Source: an optimization exercise on an open RTL-to-GDS flow (aim: small area). Production flows keep margins and buffers that such runs may drop. Function was checked by simulation only, so behaviour that the tests miss may differ from the original.

==> design/flow/design.v <==
module sequential_store #(
  parameter int unsigned NR_LANES       = 4,
  parameter int unsigned DLEN           = 64,
  parameter int unsigned AXI_DATA_WIDTH = 128,
  parameter int unsigned AXI_ADDR_WIDTH = 64
) (
  input  logic                          clk_i,
  input  logic                          rst_ni,
  input  logic                          rx_shfu_valid_i,
  output logic                          rx_shfu_ready_o,
  input  logic [DLEN*NR_LANES-1:0]      rx_shfu_nb_i,
  input  logic [DLEN/4*NR_LANES-1:0]    rx_shfu_en_i,
  input  logic                          meta_valid_i,
  output logic                          meta_ready_o,
  input  logic [$clog2(DLEN/4*NR_LANES)-1:0] meta_nb_ptr_i,
  input  logic                          txn_valid_i,
  output logic                          txn_ready_o,
  input  logic [AXI_ADDR_WIDTH-1:0]     txn_addr_i,
  input  logic                          txn_is_head_i,
  input  logic                          txn_last_beat_i,
  input  logic [$clog2(AXI_DATA_WIDTH/4):0] txn_lbn_i,
  input  logic                          txn_is_final_i,
  output logic                          w_valid_o,
  input  logic                          w_ready_i,
  output logic [AXI_DATA_WIDTH-1:0]     w_data_o,
  output logic [AXI_DATA_WIDTH/8-1:0]   w_strb_o,
  output logic                          w_last_o
);
  logic         pack_q;       
  logic         hold_v_q;
  logic [255:0] hold_nb_q;
  logic [63:0]  hold_en_q;
  logic [5:0]   nb_ptr_q;
  logic         part_q;       
  logic [4:0]   base_q;       
  logic         w_valid_q, w_last_q;
  logic [127:0] w_data_q;
  logic [15:0]  w_strb_q;
  logic [4:0]   lower, base;
  logic [6:0]   upper, diff, sum, hi;
  logic [5:0]   off;
  logic         start, commit, complete, release_e, take;
  assign lower = txn_is_head_i ? txn_addr_i[4:0] : 5'd0;
  assign base  = part_q ? base_q : lower;
  assign upper = txn_last_beat_i ? {1'b0, txn_lbn_i} : 7'd32;
  assign diff     = {1'b0, nb_ptr_q} - {2'b00, base};
  assign off      = diff[5:0];
  assign sum      = diff + upper;
  assign complete = sum <= 7'd64;
  assign hi       = complete ? upper : 7'd64 - diff;
  assign start     = !pack_q && txn_valid_i && meta_valid_i;
  assign commit    = pack_q && hold_v_q && txn_valid_i && (!w_valid_q || w_ready_i);
  assign release_e = commit && (sum >= 7'd64 || txn_is_final_i);
  assign take      = !hold_v_q || release_e;
  assign rx_shfu_ready_o = rst_ni && take;
  assign meta_ready_o    = rst_ni && start;
  assign txn_ready_o     = commit && complete;
  logic [31:0] rng, m;
  always_comb
    for (int j = 0; j < 32; j++) rng[j] = (j >= int'(base)) && (j < int'(hi));
  logic [4:0]  src [64];
  logic [4:0]  y5n [63];
  logic [4:0]  y4 [47];
  logic [4:0]  y3n [39];
  logic [4:0]  y2 [35];
  logic [4:0]  y1n [33];
  logic [31:0] en_rot;
  logic [3:0]  d_rot [32];
  logic [5:0]  s, sn;
  logic [31:0] s0_m, sn0_m;
  assign s  = off;
  assign sn = ~off;
  always_comb
    for (int k = 0; k < 64; k++) src[k] = {hold_en_q[k], hold_nb_q[4*k +: 4]};
  for (genvar i = 0; i < 63; i++) begin : g_st5
    for (genvar b = 0; b < 5; b++) begin : g_b
      sequential_store_aoi u (.s(sn[5]), .a(src[i][b]), .t(s[5]), .b(src[(i + 32) % 64][b]),
                              .y(y5n[i][b]));
    end
  end
  for (genvar i = 0; i < 47; i++) begin : g_st4
    for (genvar b = 0; b < 5; b++) begin : g_b
      sequential_store_oai u (.s(s[4]), .a(y5n[i][b]), .t(sn[4]), .b(y5n[i + 16][b]),
                              .y(y4[i][b]));
    end
  end
  for (genvar i = 0; i < 39; i++) begin : g_st3
    for (genvar b = 0; b < 5; b++) begin : g_b
      sequential_store_aoi u (.s(sn[3]), .a(y4[i][b]), .t(s[3]), .b(y4[i + 8][b]),
                              .y(y3n[i][b]));
    end
  end
  for (genvar i = 0; i < 35; i++) begin : g_st2
    for (genvar b = 0; b < 5; b++) begin : g_b
      sequential_store_oai u (.s(s[2]), .a(y3n[i][b]), .t(sn[2]), .b(y3n[i + 4][b]),
                              .y(y2[i][b]));
    end
  end
  for (genvar i = 0; i < 33; i++) begin : g_st1
    for (genvar b = 0; b < 5; b++) begin : g_b
      sequential_store_aoi u (.s(sn[1]), .a(y2[i][b]), .t(s[1]), .b(y2[i + 2][b]),
                              .y(y1n[i][b]));
    end
  end
  for (genvar i = 0; i < 32; i++) begin : g_st0
    sequential_store_oai u_en (.s(s[0]), .a(y1n[i][4]), .t(sn[0]), .b(y1n[i + 1][4]),
                               .y(en_rot[i]));
    assign m[i]     = rng[i] && en_rot[i];
    assign s0_m[i]  = s[0] || !m[i];
    assign sn0_m[i] = sn[0] || !m[i];
    for (genvar b = 0; b < 4; b++) begin : g_b
      sequential_store_oai u (.s(s0_m[i]), .a(y1n[i][b]), .t(sn0_m[i]), .b(y1n[i + 1][b]),
                              .y(d_rot[i][b]));
    end
  end
  always_ff @(posedge clk_i or negedge rst_ni) begin
    if (!rst_ni) begin
      pack_q    <= 1'b0;
      hold_v_q  <= 1'b0;
      w_valid_q <= 1'b0;
    end else begin
      if (start) pack_q <= 1'b1;
      else if (commit && complete && txn_is_final_i) pack_q <= 1'b0;
      if (take) hold_v_q <= rx_shfu_valid_i;
      if (commit && complete) w_valid_q <= 1'b1;
      else if (w_ready_i) w_valid_q <= 1'b0;
    end
  end
  always_ff @(posedge clk_i) begin
    if (take) begin
      hold_nb_q <= rx_shfu_nb_i;
      hold_en_q <= rx_shfu_en_i;
    end
    if (start) begin
      nb_ptr_q <= meta_nb_ptr_i;
      part_q   <= 1'b0;
    end else if (commit) begin
      nb_ptr_q <= complete ? sum[5:0] : 6'd0;
      part_q   <= !complete;
    end
    if (commit && !complete) base_q <= hi[4:0];
    if (commit && complete) w_last_q <= txn_last_beat_i;
    if (commit) begin
      for (int j = 0; j < 32; j++)
        if (rng[j] || !part_q) w_data_q[4*j +: 4] <= d_rot[j];
      for (int b = 0; b < 16; b++)
        w_strb_q[b] <= (part_q && w_strb_q[b]) || m[2*b] || m[2*b+1];
    end
  end
  assign w_valid_o = w_valid_q;
  assign w_data_o  = w_data_q;
  assign w_strb_o  = w_strb_q;
  assign w_last_o  = w_last_q;
endmodule
module sequential_store_aoi (
  input  logic s,
  input  logic a,
  input  logic t,
  input  logic b,
  output logic y
);
  assign y = ~((s & a) | (t & b));
endmodule
module sequential_store_oai (
  input  logic s,
  input  logic a,
  input  logic t,
  input  logic b,
  output logic y
);
  assign y = ~((s | a) & (t | b));
endmodule
==> design/flow/flow/run.sh <==
#!/bin/bash
# Standard ORFS layout (the standard.sh) with these changes:
#  - synthesis maps combinational logic with an area-only ABC script (flow/synth.tcl, flow/area.abc);
#  - the rotation stage cells (sequential_store_aoi/_oai) are mapped on their own before the
#    design is flattened, so each stage element becomes a single inverting cell;
#  - port buffers are the smallest buffer (buf_1) instead of the resizer's default pick;
#  - clock tree: larger sink clusters and no dummy load cells.
set -euo pipefail
here=$(pwd)
export MY_ABC_SCRIPT=$here/flow/area.abc
bash standard.sh SYNTH_SCRIPT=$here/flow/synth.tcl \
  "SYNTH_KEEP_MODULES=sequential_store_aoi sequential_store_oai" \
  "BUFFER_PORTS_ARGS=-buffer_cell sky130_fd_sc_hd__buf_1" \
  "CTS_ARGS=-sink_clustering_enable -repair_clock_nets -sink_clustering_size 24 -sink_clustering_max_diameter 200 -buf_list {sky130_fd_sc_hd__clkbuf_16} -dont_use_dummy_load" \
  finish > $here/standard.log 2>&1
==> design/flow/flow/area.abc <==
strash
dch
amap -F 3 -A 10 -C 1000
topo
==> design/flow/flow/synth.tcl <==
# synth_recipe.tcl with one change: ABC maps the combinational logic with an area-only script
# (flow/area.abc); everything else, including flip-flop mapping, is ORFS's synthesis unchanged.
proc synth {args} { yosys synth -nofsm -noshare {*}$args }
proc abc {args} {
  set i [lsearch -exact $args -script]
  if {$i >= 0} { lset args [expr {$i + 1}] $::env(MY_ABC_SCRIPT) }
  yosys abc {*}$args
}
source $::env(SCRIPTS_DIR)/synth.tcl
# left out here: clear keep_hierarchy, flatten, clean up, hide names made inside functions, write 1_2_yosys.v
==> design/flow/standard.sh <==
#!/bin/bash
# synth_recipe.tcl (not shown) runs the flow's synth.tcl, then flattens the netlist and writes it again
# the make line also repeats each setting of config.mk as NAME=value (left out here)
make -C /OpenROAD-flow-scripts/flow DESIGN_CONFIG=/design/flow/config.mk WORK_HOME=/design/flow/orfs CLKGATE_MAP_FILE= SYNTH_SCRIPT=/design/flow/synth_recipe.tcl "${@:-finish}"
==> design/flow/config.mk <==
export PLATFORM = sky130hd
export DESIGN_NAME = sequential_store
export DESIGN_NICKNAME = sequential_store
export VERILOG_FILES = /design/flow/design.v
export SDC_FILE = /design/flow/constraint.sdc
export NUM_CORES = 4
export LEC_CHECK = 0
export CAP_MARGIN = 20
export CORE_MARGIN = 2
export CORE_UTILIZATION = 40
export SLEW_MARGIN = 20
==> design/flow/constraint.sdc <==
create_clock -name core_clock -period 10.0 [get_ports {clk_i}]
set_input_delay 2.0000 -clock core_clock [delete_from_list [all_inputs] [get_ports {clk_i}]]
set_output_delay 2.0000 -clock core_clock [all_outputs]
set_load 0.01 [all_outputs]
==> results.sh, run 1 <==
export IMPL_worstSetupPathType="register to register"
export IMPL_num_vias=23767
export IMPL_cp_start_kind="register"
export IMPL_place_congestion=0.971
export IMPL_synth_nets=2515
export IMPL_critPathSlowestCell="clkinv_1"
export IMPL_dp_hpwl_um=74700
export IMPL_core_area_um2=61800
export IMPL_avgSynthCellArea_um2=12.0
export IMPL_rr_worst_depth=28
export IMPL_start_util_pct=40.6
export IMPL_drtIter0Drc=3257
export IMPL_fin_crit_sh_pct=90.4
export IMPL_setup_viol=0
export IMPL_wire_per_inst_um=28.3
export IMPL_grt_max_degree=183
export IMPL_setup_tns_ps=0
export IMPL_r2r_end="w_data_q[12]"
export IMPL_clk_pin_slew_ps=100
export IMPL_antenna_cells=0
export IMPL_yosysWarnings=9
export IMPL_vias_per_cell=6.82
export IMPL_numCtsBuffers=23
export IMPL_cts_root_buf="clkbuf_16"
export IMPL_ant_nets=0
export IMPL_min_period_ps=9040
export IMPL_die_area_um2=64800
export IMPL_cpPeakStageDelay_ps=840
export IMPL_cts_buffer_depth=3
export IMPL_io_pins=554
export IMPL_fmax_mhz=111
export IMPL_synth_area_leader_cell="edfxtp_1"
export IMPL_yosysSeqAreaShare_pct=57.3
export IMPL_io_buffers=494
export IMPL_grt_remaining_overflow=0
export IMPL_final_common_cell="a22oi_1"
export IMPL_drv_slew=0
export IMPL_r2r_start="part_q"
export IMPL_crit_start="part_q"
export IMPL_clock_skew_ps=43.9
export IMPL_hp_start="pack_q"
export IMPL_h_tree_depth=1
export IMPL_hold_buffers=0
export IMPL_critPathRequiredTime_ps=10330
export IMPL_tightestPinTransition_ps=1110
export IMPL_crit_path_max_fanout=55
export IMPL_netlist_top_cells_area="edfxtp_1 (57%), a22oi_1 (20%), o22ai_1 (14%)"
export IMPL_cts_setup_buffers=0
export IMPL_cp_common_cell="clkinv_1"
export IMPL_grt_pass1_wl_um=139000
export IMPL_worstSetupEndpointType="register"
export IMPL_die_x_um=254
export IMPL_synthDistinctLibCells=37
export IMPL_nFillCells=5768
export IMPL_cts_sinks=480
export IMPL_gr_usage_all_layers_pct=29.0
export IMPL_slew_headroom_pct=26.3
export IMPL_antenna_found_initial=1
export IMPL_drc=0
export IMPL_cap_violations=0
export IMPL_hold_violations=0
export IMPL_layout_nets=3063
export IMPL_worstSetupEndpoint="w_data_q[12]"
export IMPL_grt_pass1_vias=21391
export IMPL_rsz0062_at_grt="false"
export IMPL_synth_cells=2100
export IMPL_cts_resized=0
export IMPL_drive_gt1_share_pct=2.99
export IMPL_first_pass_iters=9
export IMPL_wl_um=98500
export IMPL_syn_to_final_growth_pct=15.8
export IMPL_hold_path_class="register to register"
export IMPL_arrival_ps=9370
export IMPL_ys_ff_latch=480
export IMPL_num_rows=91
export IMPL_final_cell_mix="a22oi_1 (676), o22ai_1 (575), buf_1 (494)"
export IMPL_synth_area_um2=25100
export IMPL_dieHeight_um=254
export IMPL_clk_insertion_delay_late_ps=600
export IMPL_r2r_slack_ps=960
export IMPL_cts_tree="built"
export IMPL_outcome="complete, no violations"
export IMPL_yosys_area_top_type_share_pct=56.9
-- synthesized netlist by cell type --
cell	count
o31ai_1	1
clkinv_1	50
o32ai_1	5
or3_1	1
o211ai_1	13
a211oi_1	2
o21a_1	1
a2111oi_0	3
a222oi_1	2
o311ai_0	1
a21oi_1	36
o21bai_1	1
a31oi_1	3
a21o_1	1
fa_1	2
or2_0	34
o21ai_0	19
dfxtp_1	1
nor3_1	6
nor2b_1	11
a221o_1	6
nand2b_1	16
a32oi_1	5
o22ai_1	576
edfxtp_1	476
o2111ai_1	2
nand2_1	41
nor4b_1	1
a32o_1	3
a22oi_1	676
nand3_1	29
dfrtp_1	3
o22a_1	1
ha_1	8
o221ai_1	8
nor4_1	1
nor2_1	55
-- state kept, by name, indices dropped and copies added (netlist names) --
| register | cells |
|---|---|
| hold_en_q | 64 |
| hold_v_q | 1 |
| w_strb_q | 16 |
| w_data_q | 128 |
| pack_q | 1 |
| w_valid_q | 1 |
| w_last_q | 1 |
| part_q | 1 |
| nb_ptr_q | 6 |
| base_q | 5 |
| hold_nb_q | 256 |
-- worst max-delay path: cells and delay by family, from the launching register on --
family	cells	cell delay (ps)
simple gates	7	1250
fa+ha+maj	2	1090
compound gates	11	2950
buf+inv	8	3100
flops	1	320
-- per-module statistics from Yosys, one instance, submodules excluded --
module / cell area, um^2 / flip-flops and latches / copies in the design
sequential_store_aoi: 7.51 / 0 / 675
sequential_store_oai: 6.26 / 0 / 570
sequential_store: 16500 / 480 / 1
-- cell type report --
type                            instances  area (um^2)  share of cell area (%)
Sequential cell                       480        14400                    49.5
Tap cell                              837         1050                    3.60
Inverter                               50          213                   0.732
Multi-Input combinational cell       1570        10700                    36.8
Clock buffer                           23          576                    1.98
Timing Repair Buffer                  523         2140                    7.37
-- through the flow --
| step | instance area [um^2] | cells | setup WS (ps) | hold WS, ps | util (%) |
|---|---|---|---|---|---|
| after floorplan | 25200 | 2100 | -25110 | 467 | - |
| after global placement | 28500 | 3460 | 1120 | 538 | 46.1 |
| after detailed placement | 28500 | 3460 | 1040 | 563 | 46.1 |
| after CTS | 29100 | 3483 | 1220 | 593 | 47.0 |
| after global routing | 29100 | 3483 | 419 | 617 | 47.0 |
| final | 29100 | 3483 | 963 | 594 | 47.0 |
-- how the worst min path moves through the flow --
stage | endpoint | slack [ps] | depth (start not counted)
after CTS | w_strb_q[2] | 590 | 2
after detailed placement | w_strb_q[2] | 560 | 2
after floorplan | pack_q | 470 | 2
final | pack_q | 590 | 2
after global routing | pack_q | 620 | 2
after global placement | pack_q | 540 | 2
-- per-layer routing --
metal	up-vias	GRT usage, %	wire length [um]
met5	-	0	13
met3	126	4.28	9360
met1	11690	41.1	40900
met2	1284	46.3	45300
li1	10665	-	-
met4	2	8.17	2900
-- kinds of logic after synthesis --
| group | Yosys count | share of synthesized area (%) |
|---|---|---|
| adders and majority gates | 10 | 0.558 |
| AOI/OAI and AO/OA | 1365 | 37.6 |
| and+or+nand+nor | 195 | 3.74 |
| DFF | 480 | 57.3 |
| buffers and inverters | 50 | 0.748 |
==> run 2: changes to the inputs <==
--- a/design/flow/flow/run.sh
+++ b/design/flow/flow/run.sh
@@ -5,5 +5,7 @@
 #    design is flattened, so each stage element becomes a single inverting cell;
 #  - port buffers are the smallest buffer (buf_1) instead of the resizer's default pick;
-#  - clock tree: larger sink clusters and no dummy load cells.
+#  - clock tree: larger sink clusters and no dummy load cells;
+#  - the platform's don't-use list plus the largest data buffers and inverters, so that
+#    high-fanout nets get trees of smaller buffers.
 set -euo pipefail
 here=$(pwd)
@@ -13,3 +15,4 @@
   "BUFFER_PORTS_ARGS=-buffer_cell sky130_fd_sc_hd__buf_1" \
   "CTS_ARGS=-sink_clustering_enable -repair_clock_nets -sink_clustering_size 24 -sink_clustering_max_diameter 200 -buf_list {sky130_fd_sc_hd__clkbuf_16} -dont_use_dummy_load" \
+  "DONT_USE_CELLS=sky130_fd_sc_hd__probe_p_8 sky130_fd_sc_hd__probec_p_8 sky130_fd_sc_hd__lpflow_bleeder_1 sky130_fd_sc_hd__lpflow_clkbufkapwr_1 sky130_fd_sc_hd__lpflow_clkbufkapwr_16 sky130_fd_sc_hd__lpflow_clkbufkapwr_2 sky130_fd_sc_hd__lpflow_clkbufkapwr_4 sky130_fd_sc_hd__lpflow_clkbufkapwr_8 sky130_fd_sc_hd__lpflow_clkinvkapwr_1 sky130_fd_sc_hd__lpflow_clkinvkapwr_16 sky130_fd_sc_hd__lpflow_clkinvkapwr_2 sky130_fd_sc_hd__lpflow_clkinvkapwr_4 sky130_fd_sc_hd__lpflow_clkinvkapwr_8 sky130_fd_sc_hd__lpflow_decapkapwr_12 sky130_fd_sc_hd__lpflow_decapkapwr_3 sky130_fd_sc_hd__lpflow_decapkapwr_4 sky130_fd_sc_hd__lpflow_decapkapwr_6 sky130_fd_sc_hd__lpflow_decapkapwr_8 sky130_fd_sc_hd__lpflow_inputiso0n_1 sky130_fd_sc_hd__lpflow_inputiso0p_1 sky130_fd_sc_hd__lpflow_inputiso1n_1 sky130_fd_sc_hd__lpflow_inputiso1p_1 sky130_fd_sc_hd__lpflow_inputisolatch_1 sky130_fd_sc_hd__lpflow_isobufsrc_1 sky130_fd_sc_hd__lpflow_isobufsrc_16 sky130_fd_sc_hd__lpflow_isobufsrc_2 sky130_fd_sc_hd__lpflow_isobufsrc_4 sky130_fd_sc_hd__lpflow_isobufsrc_8 sky130_fd_sc_hd__lpflow_isobufsrckapwr_16 sky130_fd_sc_hd__lpflow_lsbuf_lh_hl_isowell_tap_1 sky130_fd_sc_hd__lpflow_lsbuf_lh_hl_isowell_tap_2 sky130_fd_sc_hd__lpflow_lsbuf_lh_hl_isowell_tap_4 sky130_fd_sc_hd__lpflow_lsbuf_lh_isowell_4 sky130_fd_sc_hd__lpflow_lsbuf_lh_isowell_tap_1 sky130_fd_sc_hd__lpflow_lsbuf_lh_isowell_tap_2 sky130_fd_sc_hd__lpflow_lsbuf_lh_isowell_tap_4 sky130_fd_sc_hd__buf_8 sky130_fd_sc_hd__buf_12 sky130_fd_sc_hd__buf_16 sky130_fd_sc_hd__inv_8 sky130_fd_sc_hd__inv_12 sky130_fd_sc_hd__inv_16 sky130_fd_sc_hd__bufinv_8 sky130_fd_sc_hd__bufinv_16 sky130_fd_sc_hd__clkinv_8 sky130_fd_sc_hd__clkinv_16 sky130_fd_sc_hd__clkbuf_8" \
   finish > $here/standard.log 2>&1
==> run 2 against run 1 <==
Net effect:
- cell area increased by 0.39%
- via count grew 0.42%
- non-clock buffer count grew 52
- sequential share of layout area down 0.19 points
- register-to-register slack improved by 600 ps
- die area unchanged
- fmax is 5.1% higher
- utilization increased by 0.18 points
- critical path depth down 11
- sequential cell count stayed put
- critical path type is now input pin to primary output
==> results.sh, run 2 <==
export IMPL_synth_edff_count=476
export IMPL_outcome="complete, no violations"
export IMPL_tightestPinTransition_ps=1070
export IMPL_cts_resized=0
export IMPL_worstSetupEndpointType="primary output"
export IMPL_critPathSlowestCell="fa_4"
export IMPL_hold_violations=0
export IMPL_netlist_top_cells_area="edfxtp_1 (57%), a22oi_1 (20%), o22ai_1 (14%)"
export IMPL_gr_usage_all_layers_pct=28.9
export IMPL_arrival_ps=6600
export IMPL_clk_pin_slew_ps=100
export IMPL_cts_buffer_depth=3
export IMPL_fin_crit_sh_pct=86.0
export IMPL_synth_area_leader_cell="edfxtp_1"
export IMPL_yosys_area_top_type_share_pct=56.9
export IMPL_synth_top_family_by_area="compound AO/OA/AOI/OAI gates"
export IMPL_drv_slew=0
export IMPL_avgSynthCellArea_um2=12.0
export IMPL_wire_per_inst_um=27.8
export IMPL_drc=0
export IMPL_clock_skew_ps=37.9
export IMPL_start_util_pct=40.6
export IMPL_dpl_cell_area_um2=28600
export IMPL_dieHeight_um=254
export IMPL_crit_family="compound AO/OA/AOI/OAI gates"
export IMPL_first_pass_iters=10
export IMPL_synth_compound_area_share_pct=37.6
export IMPL_cts_setup_buffers=0
export IMPL_yosysWarnings=9
export IMPL_hold_buffers=0
export IMPL_synth_xor_area_share_pct=0
export IMPL_final_cell_mix="a22oi_1 (676), o22ai_1 (575), buf_1 (494)"
export IMPL_layout_nets=3115
export IMPL_cts_sinks=480
export IMPL_ant_nets=0
export IMPL_setup_viol=0
export IMPL_largest_registers="hold_nb_q (256), w_data_q (128), hold_en_q (64)"
export IMPL_final_common_cell="a22oi_1"
export IMPL_num_rows=91
export IMPL_nFillCells=5712
export IMPL_async_reset_ff_share_pct=0.625
export IMPL_die_area_um2=64800
export IMPL_cp_start_kind="input pin"
export IMPL_drive_gt1_share_pct=4.82
export IMPL_grt_pass1_vias=21542
export IMPL_hold_path_class="register to register"
export IMPL_cts_tree="built"
export IMPL_dp_hpwl_um=77800
export IMPL_worstSetupPathType="input pin to primary output"
export IMPL_io_buffers=494
export IMPL_clk_insertion_delay_late_ps=600
export IMPL_grt_pass1_wl_um=138000
export IMPL_cts_root_buf="clkbuf_16"
export IMPL_slew_headroom_pct=28.5
export IMPL_largest_reg_flops=256
export IMPL_antenna_found_initial=2
export IMPL_top_register="hold_nb_q"
export IMPL_vias_per_cell=6.75
export IMPL_r2r_slack_ps=1560
export IMPL_syn_to_final_growth_pct=16.3
export IMPL_rsz0062_at_grt="false"
export IMPL_synth_nets=2515
export IMPL_yosys_mux_area_fraction_pct=0
export IMPL_synthTopCellsByCount="a22oi_1 (676), o22ai_1 (576), edfxtp_1 (476)"
export IMPL_numCtsBuffers=23
export IMPL_path_cells="buf_1 -> a32oi_2 -> clkinv_1 -> fa_4 -> inv_4 -> ha_1 -> a21oi_1 -> o21bai_1 -> nand2_1 -> o21ai_0 -> a21oi_1 -> o21ai_0 -> nor4b_1 -> a31oi_1 -> buf_2 -> nor2_1 -> buf_1"
export IMPL_core_area_um2=61800
export IMPL_wl_um=98200
export IMPL_place_congestion=0.960
export IMPL_crit_path_max_fanout=27
export IMPL_path_buf_inv=5
export IMPL_yosysMostFrequentCell="a22oi_1"
export IMPL_synthFlopType="edfxtp_1"
export IMPL_ys_ff_latch=480
export IMPL_yosysSeqAreaShare_pct=57.3
export IMPL_grt_remaining_overflow=0
export IMPL_stdcell_area_um2=29200
export IMPL_h_tree_depth=1
export IMPL_fmax_mhz=116
export IMPL_synth_cells=2100
export IMPL_synth_area_um2=25100
export IMPL_critPathRequiredTime_ps=8000
export IMPL_die_x_um=254
export IMPL_post_route_util_pct=47.2
export IMPL_grt_max_degree=77
export IMPL_drtIter0Drc=3178
export IMPL_cap_violations=0
export IMPL_min_period_ps=8600
export IMPL_synth_adder_area_share_pct=0.558
export IMPL_io_pins=554
export IMPL_cpPeakStageDelay_ps=1040
export IMPL_num_vias=23868
export IMPL_synthDistinctLibCells=37
export IMPL_yosys_area_share_simple_pct=3.74
-- run 2: cell count changes in the layout (fill, tap and decap cells not counted), sizes merged --
| cell | delta |
|---|---|
| clkinv | +1 |
| buf | +52 |
| diode | +2 |
| inv | -1 |
-- run 2: per-layer routing --
metal | track usage [%] | wire [um] | vias up
li1 | - | - | 10772
met3 | 3.90 | 8340 | 154
met1 | 41.3 | 42100 | 11696
met4 | 8.55 | 3040 | 2
met2 | 45.9 | 44800 | 1244
met5 | 0 | 11 | -
-- run 2: Yosys stat by module (local to each module, per instance) --
module / cell area [um^2] / flops+latches
sequential_store_aoi: 7.51 / 0
sequential_store_oai: 6.26 / 0
sequential_store: 16500 / 480
-- run 2: area by class of cell --
type	count	area [um^2]	area share (%)
antenna	2	5.00	0.0172
timing repair buffer	575	2260	7.74
clock buffer	23	576	1.97
inverter	50	210	0.720
tap	837	1050	3.59
sequential	480	14400	49.3
multi-input combinational	1570	10700	36.6
-- run 2: cell families after synthesis --
logic type / count (synthesis)
AO/OA/AOI/OAI: 1365
flip-flops: 480
AND/OR/NAND/NOR: 195
buffers and inverters: 50
adder cells (fa/ha/maj): 10
-- run 2: worst paths after layout --
check | startpoint | to | cells past startpoint
worst max-delay path | txn_is_head_i | txn_ready_o | 17
worst min-delay path | pack_q | pack_q | 2
worst max register to register | part_q | w_data_q[19] | 27
worst min register to register | pack_q | pack_q | 2
max in group asynchronous | rst_ni | hold_v_q | 1
min in group asynchronous | rst_ni | pack_q | 1
-- run 2: stage by stage --
step	std cells	hold WS [ps]	setup slack, ps	TNS (ps)
3_3_place_gp	3512	542	1160	0
4_1_cts	3535	599	1450	0
3_5_place_dp	3512	574	1130	0
5_1_grt	3535	632	966	0
2_1_floorplan	2100	467	-25110	-8332090
6_report	3537	593	1400	0
-- run 2: worst min-delay path, stage by stage, from the launching register on --
cell,delay [ps]
dfrtp_1,430
nand2_1,70
nand2_1,60
==> run 3: changes to the inputs <==
--- a/design/flow/flow/run.sh
+++ b/design/flow/flow/run.sh
@@ -14,5 +14,5 @@
   "SYNTH_KEEP_MODULES=sequential_store_aoi sequential_store_oai" \
   "BUFFER_PORTS_ARGS=-buffer_cell sky130_fd_sc_hd__buf_1" \
-  "CTS_ARGS=-sink_clustering_enable -repair_clock_nets -sink_clustering_size 24 -sink_clustering_max_diameter 200 -buf_list {sky130_fd_sc_hd__clkbuf_16} -dont_use_dummy_load" \
+  "CTS_ARGS=-sink_clustering_enable -repair_clock_nets -sink_clustering_size 28 -sink_clustering_max_diameter 150 -buf_list {sky130_fd_sc_hd__clkbuf_16} -dont_use_dummy_load" \
   "DONT_USE_CELLS=sky130_fd_sc_hd__probe_p_8 sky130_fd_sc_hd__probec_p_8 sky130_fd_sc_hd__lpflow_bleeder_1 sky130_fd_sc_hd__lpflow_clkbufkapwr_1 sky130_fd_sc_hd__lpflow_clkbufkapwr_16 sky130_fd_sc_hd__lpflow_clkbufkapwr_2 sky130_fd_sc_hd__lpflow_clkbufkapwr_4 sky130_fd_sc_hd__lpflow_clkbufkapwr_8 sky130_fd_sc_hd__lpflow_clkinvkapwr_1 sky130_fd_sc_hd__lpflow_clkinvkapwr_16 sky130_fd_sc_hd__lpflow_clkinvkapwr_2 sky130_fd_sc_hd__lpflow_clkinvkapwr_4 sky130_fd_sc_hd__lpflow_clkinvkapwr_8 sky130_fd_sc_hd__lpflow_decapkapwr_12 sky130_fd_sc_hd__lpflow_decapkapwr_3 sky130_fd_sc_hd__lpflow_decapkapwr_4 sky130_fd_sc_hd__lpflow_decapkapwr_6 sky130_fd_sc_hd__lpflow_decapkapwr_8 sky130_fd_sc_hd__lpflow_inputiso0n_1 sky130_fd_sc_hd__lpflow_inputiso0p_1 sky130_fd_sc_hd__lpflow_inputiso1n_1 sky130_fd_sc_hd__lpflow_inputiso1p_1 sky130_fd_sc_hd__lpflow_inputisolatch_1 sky130_fd_sc_hd__lpflow_isobufsrc_1 sky130_fd_sc_hd__lpflow_isobufsrc_16 sky130_fd_sc_hd__lpflow_isobufsrc_2 sky130_fd_sc_hd__lpflow_isobufsrc_4 sky130_fd_sc_hd__lpflow_isobufsrc_8 sky130_fd_sc_hd__lpflow_isobufsrckapwr_16 sky130_fd_sc_hd__lpflow_lsbuf_lh_hl_isowell_tap_1 sky130_fd_sc_hd__lpflow_lsbuf_lh_hl_isowell_tap_2 sky130_fd_sc_hd__lpflow_lsbuf_lh_hl_isowell_tap_4 sky130_fd_sc_hd__lpflow_lsbuf_lh_isowell_4 sky130_fd_sc_hd__lpflow_lsbuf_lh_isowell_tap_1 sky130_fd_sc_hd__lpflow_lsbuf_lh_isowell_tap_2 sky130_fd_sc_hd__lpflow_lsbuf_lh_isowell_tap_4 sky130_fd_sc_hd__buf_8 sky130_fd_sc_hd__buf_12 sky130_fd_sc_hd__buf_16 sky130_fd_sc_hd__inv_8 sky130_fd_sc_hd__inv_12 sky130_fd_sc_hd__inv_16 sky130_fd_sc_hd__bufinv_8 sky130_fd_sc_hd__bufinv_16 sky130_fd_sc_hd__clkinv_8 sky130_fd_sc_hd__clkinv_16 sky130_fd_sc_hd__clkbuf_8" \
   finish > $here/standard.log 2>&1
--- a/design/flow/config.mk
+++ b/design/flow/config.mk
@@ -8,4 +8,5 @@
 export CAP_MARGIN = 20
 export CORE_MARGIN = 2
-export CORE_UTILIZATION = 40
+export CORE_UTILIZATION = 50
+export PLACE_DENSITY = 0.65
 export SLEW_MARGIN = 20
==> run 3 against run 2 <==
Net effect:
- still clean on timing, DRC and antenna
- final cell count down 4.8%
- count of clock-buffer cells in the layout shrank 2
- hold slack got worse by 11 ps
- via count increased by 1.2%
- critical endpoint is now rx_shfu_ready_o
==> results.sh, run 3 <==
export IMPL_drtIter0Drc=3447
export IMPL_cts_sinks=480
export IMPL_wl_um=92900
export IMPL_grt_pass1_vias=21533
export IMPL_fmax_mhz=117
export IMPL_synth_xor_area_share_pct=0
export IMPL_hold_path_class="register to register"
export IMPL_die_area_um2=52000
export IMPL_place_congestion=0.966
export IMPL_io_pins=554
export IMPL_synth_edff_count=476
export IMPL_synth_cells=2100
export IMPL_drc=0
export IMPL_stdcell_count=3368
export IMPL_synth_area_leader_cell="edfxtp_1"
export IMPL_vias_per_cell=7.17
export IMPL_num_vias=24144
export IMPL_grt_max_degree=67
export IMPL_antenna_cells=0
export IMPL_cp_start_kind="input pin"
export IMPL_wire_per_inst_um=27.6
export IMPL_largest_registers="hold_nb_q (256), w_data_q (128), hold_en_q (64)"
export IMPL_layout_nets=3113
export IMPL_cts_tree="built"
export IMPL_gr_usage_all_layers_pct=34.1
export IMPL_h_tree_depth=1
export IMPL_syn_to_final_growth_pct=15.3
export IMPL_path_buf_inv=5
export IMPL_outcome="complete, no violations"
export IMPL_cpPeakStageDelay_ps=590
export IMPL_cap_violations=0
export IMPL_cts_setup_buffers=0
export IMPL_cts_buffer_depth=3
export IMPL_drive_gt1_share_pct=4.75
export IMPL_tightestPinTransition_ps=1060
export IMPL_ant_nets=0
export IMPL_critPathRequiredTime_ps=8000
export IMPL_top_register="hold_nb_q"
export IMPL_synth_nets=2515
export IMPL_critPathSlowestCell="fa_4"
export IMPL_yosysMostFrequentCell="a22oi_1"
export IMPL_worstSetupEndpointType="primary output"
export IMPL_ys_ff_latch=480
export IMPL_clk_insertion_delay_late_ps=600
export IMPL_setup_tns_ps=0
export IMPL_final_cell_mix="a22oi_1 (676), o22ai_1 (575), buf_1 (494)"
export IMPL_grt_remaining_overflow=0
export IMPL_clock_skew_ps=71.6
export IMPL_setup_viol=0
export IMPL_core_area_um2=49900
export IMPL_fin_crit_sh_pct=85.3
export IMPL_dp_hpwl_um=72400
export IMPL_drv_slew=0
export IMPL_synth_compound_area_share_pct=37.6
export IMPL_final_common_cell="a22oi_1"
export IMPL_io_buffers=494
export IMPL_crit_path_max_fanout=18
export IMPL_yosys_mux_area_fraction_pct=0
export IMPL_async_reset_ff_share_pct=0.625
export IMPL_dp_cells=3346
export IMPL_path_cells="buf_1 -> a32oi_2 -> clkinv_1 -> fa_4 -> a21oi_4 -> ha_1 -> clkinv_1 -> nor2_1 -> o31ai_1 -> nor2_1 -> nor2_1 -> a21oi_1 -> nor2_1 -> o21ai_1 -> nor2b_1 -> o21ai_4 -> clkinv_1 -> nor2_1 -> buf_1"
export IMPL_numCtsBuffers=21
export IMPL_arrival_ps=6530
export IMPL_post_route_util_pct=58.0
export IMPL_synth_adder_area_share_pct=0.558
export IMPL_start_util_pct=50.3
export IMPL_cp_common_cell="nor2_1"
export IMPL_dieHeight_um=228
export IMPL_crit_family="compound AO/OA/AOI/OAI gates"
export IMPL_avgSynthCellArea_um2=12.0
export IMPL_worstSetupPathType="input pin to primary output"
export IMPL_yosys_area_share_simple_pct=3.74
export IMPL_netlist_top_cells_area="edfxtp_1 (57%), a22oi_1 (20%), o22ai_1 (14%)"
export IMPL_yosysWarnings=9
export IMPL_cts_resized=0
export IMPL_synthDistinctLibCells=37
export IMPL_synthTopCellsByCount="a22oi_1 (676), o22ai_1 (576), edfxtp_1 (476)"
export IMPL_synth_area_um2=25100
export IMPL_antenna_found_initial=0
export IMPL_cts_root_buf="clkbuf_16"
export IMPL_num_rows=82
export IMPL_hold_violations=0
export IMPL_yosys_area_top_type_share_pct=56.9
export IMPL_hold_buffers=0
export IMPL_grt_pass1_wl_um=135000
export IMPL_largest_reg_flops=256
export IMPL_min_period_ps=8530
export IMPL_die_x_um=228
export IMPL_rsz0062_at_grt="false"
export IMPL_first_pass_iters=7
export IMPL_yosysSeqAreaShare_pct=57.3
export IMPL_synthFlopType="edfxtp_1"
export IMPL_synth_top_family_by_area="compound AO/OA/AOI/OAI gates"
export IMPL_slew_headroom_pct=29.2
export IMPL_clk_pin_slew_ps=100
==> run 3: cell count changes in the layout (fill, tap and decap cells not counted) <==
| cell | change |
|---|---|
| a2111oi_0 | -2 |
| diode_2 | -2 |
| buf_2 | -1 |
| clkbuf_16 | -1 |
| a2111oi_1 | +2 |
==> run 3: Yosys stat by module, one instance, submodules excluded <==
module                cell area [um^2]  times used  cells inside
sequential_store                 16500           1           855
sequential_store_aoi              7.51         675             1
sequential_store_oai              6.26         570             1
==> run 3: layout make-up <==
cell class                      count  area [um^2]
Multi-Input combinational cell   1570        10700
Tap cell                          672          841
Sequential cell                   480        14400
Inverter                           50          210
Clock buffer                       21          526
Timing Repair Buffer              575         2280
Fill cell                        4302        20900
==> run 3: final timing paths <==
kind / slack, ps / start / cells past startpoint / end
max: 1470 / txn_is_head_i / 19 / rx_shfu_ready_o
min: 580 / pack_q / 2 / pack_q
max reg2reg: 1810 / part_q / 28 / w_data_q[13]
min reg2reg: 580 / pack_q / 2 / pack_q
max in group asynchronous: 8580 / rst_ni / 1 / pack_q
min in group asynchronous: 1240 / rst_ni / 1 / hold_v_q
==> run 3: through the flow <==
step           setup WS (ps)  cell area, um^2  hold WS, ps
5_1_grt                  894            28900          624
6_report                1470            28900          582
3_5_place_dp            1130            28400          559
2_1_floorplan         -25110            25200          467
3_3_place_gp            1330            28400          537
4_1_cts                 1550            28900          585
==> run 3: cells by family after synthesis <==
family,after synthesis
AND/OR/NAND/NOR,195
flip-flops,480
buffers and inverters,50
AO/OA/AOI/OAI,1365
adder cells (fa/ha/maj),10
==> run 3: worst reg2reg max path, delay by kind of cell (launching register included) <==
| kind | cells | cell delay (ps) |
|---|---|---|
| flops | 1 | 350 |
| simple gates | 8 | 1320 |
| fa+ha+maj | 2 | 920 |
| compound gates | 10 | 2990 |
| buf+inv | 8 | 2380 |
==> run 3: metal layers <==
metal / share of wire (%) / GRT usage (%) / up-vias
li1: - / - / 10739
met1: 40 / 47.5 / 11799
met2: 46 / 54.1 / 1460
met3: 10 / 6.53 / 146
met4: 3.7 / 11.3 / 0
met5: 0 / 0 / -

port drivers added, routing unchanged:
In the flow no input, the clock included, has a driving cell. The finished layouts below were timed again as built, in two steps.
Step 1 (the two cells are an assumption about what drives the block):
set clk [get_ports {clk_i}]
set_driving_cell -lib_cell sky130_fd_sc_hd__clkbuf_16 $clk
set_driving_cell -lib_cell sky130_fd_sc_hd__buf_2 [delete_from_list [all_inputs] $clk]
Step 2 adds t to the input delays and takes it off the output delays; t is the mean of the earliest and latest rising clock arrival at the registers after step 1. Input paths then give back, and output paths get back, about the clock's delay inside the block.
a / b / c = ideal / step 1 / step 2; a / b = the first two.
run | t (ns) | slack for setup (ns) | worst setup path after step 2 | latest minus earliest clock arrival (ns) | worst register clock-pin slew, ns
run 1 | 0.648 | 0.963 / 0.963 / 0.666 | input to register | 0.044 / 0.044 | 0.10 / 0.10
run 2 | 0.646 | 1.401 / 1.356 / 0.894 | input to register | 0.038 / 0.038 | 0.11 / 0.11
run 3 | 0.633 | 1.472 / 1.431 / 0.869 | input to register | 0.071 / 0.071 | 0.12 / 0.12
After both steps every run listed still meets setup and hold. The setup slack of run 3, which loses most, moves by -0.041 ns with the drivers and by -0.603 ns with both steps.
